From an optimization exercise on the open Yosys and OpenROAD flow, aimed at small area, a short achievable clock period and few clock cycles per item; shortcuts taken in it are not production practice.
Only simulation tests tie the RTL to the original design; equivalence was not proved.

== lane 1 ==
// depth_to_point_cloud
module depth_to_point_cloud #(
  parameter int MAX_COLS = d2pc_pkg::DEFAULT_MAX_COLS,
  parameter int MAX_ROWS = d2pc_pkg::DEFAULT_MAX_ROWS
) (
  input  logic                                clk,
  input  logic                                rst,
  input  logic                                in_valid,
  output logic                                in_stall,
  input  logic [d2pc_pkg::DEPTH_W-1:0]        depth_value,
  input  logic [d2pc_pkg::COLOR_W-1:0]        red_or_grey,
  input  logic [d2pc_pkg::COLOR_W-1:0]        green_byte,
  input  logic [d2pc_pkg::COLOR_W-1:0]        blue_byte,
  output logic                                out_valid,
  input  logic                                out_stall,
  output logic signed [d2pc_pkg::COORD_W-1:0] point_x,
  output logic signed [d2pc_pkg::COORD_W-1:0] point_y,
  output logic [d2pc_pkg::DEPTH_W-1:0]        point_z,
  output logic                                point_valid,
  output logic [d2pc_pkg::COLOR_W-1:0]        out_red,
  output logic [d2pc_pkg::COLOR_W-1:0]        out_green,
  output logic [d2pc_pkg::COLOR_W-1:0]        out_blue,
  output logic                                frame_end,
  output logic                                frame_dense,
  input  logic                                cfg_valid,
  output logic                                cfg_ready,
  input  logic [d2pc_pkg::CFG_IDX_W-1:0]      cfg_index,
  input  logic [d2pc_pkg::CFG_DATA_W-1:0]     cfg_data
);
  logic [POS_W-1:0]   cols_m1;
  logic [POS_W-1:0]   rows_m1;
  logic [FOCAL_W-1:0] cfg_inv_focal;
  logic [DEPTH_W-1:0] cfg_cutoff_depth;
  logic [1:0]         cfg_color_mode;
  logic               cfg_write;
  logic               recalc;
  logic               accept;
  logic               busy_any;
  logic               s1_valid;
  logic               advance;
  logic               pix_valid;
  logic               frame_last;
  logic               frame_dense_in;
  logic [COLOR_W-1:0] sel_red;
  logic [COLOR_W-1:0] sel_green;
  logic [COLOR_W-1:0] sel_blue;
  logic [SCALE_W-1:0] scale_x;
  logic [SCALE_W-1:0] scale_y;
  function automatic logic [POS_W-1:0] size_m1(input logic [SIZE_W-1:0] v);
    if (v == '0) begin
      size_m1 = '0;
    end else if (v > SIZE_W'(1 << POS_W)) begin
      size_m1 = '1;
    end else begin
      size_m1 = POS_W'(v - SIZE_W'(1));
    end
  endfunction
  ...
Settings: LEC_CHECK=0, CAP_MARGIN=20, CORE_MARGIN=2, CORE_UTILIZATION=65, CTS_BUF_LIST=sky130_fd_sc_hd__clkbuf_4 sky130_fd_sc_hd__clkbuf_8, PLACE_DENSITY=0.8, SETUP_SLACK_MARGIN=4.5, SLEW_MARGIN=20; clock period 9.0 ns.
standard.sh (not shown) runs the stock make flow with config.mk's settings and CLKGATE_MAP_FILE= SYNTH_SCRIPT=/design/flow/synth_recipe.tcl, a recipe that flattens the netlist after the stock synthesis.
==> flow/flow/run.sh <==
#!/bin/bash
# Standard layout, with the port buffers inserted at placement made from the platform's
# plain buffer instead of the delay buffer the resizer would otherwise pick.
set -euo pipefail
bash standard.sh BUFFER_PORTS_ARGS="-buffer_cell sky130_fd_sc_hd__buf_2" finish > standard_flow.log 2>&1
Testbench counts of lane 1, summed over its fixed seeds: cycles 24,696, items 24,576.
Input changes introduced in lane 2 (baseline for comparison: lane 1):
--- a/flow/design.v
+++ b/flow/design.v
@@ -385,30 +385,27 @@
     for (int d = 32; d >= 1; d = d / 2) begin
       for (int i = 3 * d - 1; i < HI_W; i = i + 2 * d) begin
         gg[i] = gg[i] | (pp[i] & gg[i - d]);
         pp[i] = pp[i] & pp[i - d];
       end
     end
     cpa = p ^ {gg[HI_W-2:0], cin};
   endfunction
-  function automatic logic [QUO_W-1:0] finish(input logic [CS_W-1:0] sc);
-    logic [HI_W-1:0] sum;
-    sum    = cpa(sc[HI_W:1], sc[CS_W-1 -: HI_W], sc[0]);
-    finish = sum[HI_W-1:FRAC_SH-LOW_W];
-  endfunction
-  function automatic logic [COORD_W-1:0] saturate(input logic [QUO_W-1:0] quo);
+  function automatic logic [COORD_W-1:0] finish(input logic [CS_W-1:0] sc);
+    logic [HI_W-1:0]          sum;
+    logic signed [QUO_W-1:0]  quo;
+    sum = cpa(sc[HI_W:1], sc[CS_W-1 -: HI_W], sc[0]);
+    quo = sum[HI_W-1:FRAC_SH-LOW_W];
     if (quo[QUO_W-1:COORD_W-1] == '0 || quo[QUO_W-1:COORD_W-1] == '1) begin
-      saturate = quo[COORD_W-1:0];
+      finish = quo[COORD_W-1:0];
     end else begin
-      saturate = {quo[QUO_W-1], {(COORD_W-1){~quo[QUO_W-1]}}};
+      finish = {quo[QUO_W-1], {(COORD_W-1){~quo[QUO_W-1]}}};
     end
   endfunction
-  logic [QUO_W-1:0]       out_qx;
-  logic [QUO_W-1:0]       out_qy;
   logic [NDIG-1:0]        in_one;
   logic [NDIG-1:0]        in_two;
   logic [NDIG-1:0]        in_neg;
   logic [2*NDIG:0]        d_ext;
   logic [DEPTH_W-1:0]     in_depth;
   logic [DEPTH_W-1:0] s1_depth;
   logic [NDIG-1:0]    s1_one;
   logic [NDIG-1:0]    s1_two;
@@ -475,22 +472,20 @@
       s2_pvalid <= s1_pvalid;
       s2_end    <= s1_end;
       s2_dense  <= s1_dense;
       s2_red    <= s1_red;
       s2_green  <= s1_green;
       s2_blue   <= s1_blue;
     end
   end
-  assign point_x = saturate(out_qx);
-  assign point_y = saturate(out_qy);
   always_ff @(posedge clk) begin
     if (advance && s2_valid) begin
-      out_qx      <= finish(s2_x);
-      out_qy      <= finish(s2_y);
+      point_x     <= finish(s2_x);
+      point_y     <= finish(s2_y);
       point_z     <= s2_depth;
       point_valid <= s2_pvalid;
       out_red     <= s2_red;
       out_green   <= s2_green;
       out_blue    <= s2_blue;
       frame_end   <= s2_end;
       frame_dense <= s2_dense;
     end
Lane 2 and lane 1 all finish clean. Floorplan die width of lane 1 is on par with lane 2. Taking lane 1 as the reference, in lane 2 first-pass GRT wire length now sits lower, final non-filler cell area picked up an extra 460 sq um, amount of wire on met2 after detailed routing up 1.3%. Sequential cell area (lane 2 over lane 1): decrease, 310 sq um.
Testbench counts of lane 2, summed over its fixed seeds: cycles 24,696, items 24,576.

-- afterwards: timing with drivers on the ports --
The results above use ideal ports. As a check the final layouts listed here were re-extracted and re-timed, cells and wires unchanged. Step 1 sets driving cells, clkbuf_16 on the clock port and buf_2 on the other inputs (assumed; they add their load-dependent delay and slew). Step 2 adds t to the input delays and takes it off the output delays; t is the mean of the earliest and latest rising clock arrival at the registers after step 1. Input paths then give back, and output paths get back, about the clock's delay inside the block. Slacks: no drivers / after step 1 / after step 2; pairs: no drivers / after step 1.
run | t (ns) | slack for setup (ns) | hold WS [ns] | worst setup path at the end
lane 1 | 0.875 | 4.540 / 4.540 / 3.879 | 0.389 / 0.389 / 0.389 | input to register
lane 2 | 0.865 | 4.335 / 4.335 / 3.993 | 0.410 / 0.410 / 0.410 | input to register
After both steps every run listed still meets setup and hold. The setup slack of lane 1, which loses most, moves by 0.000 ns with the drivers and by -0.661 ns with both steps.
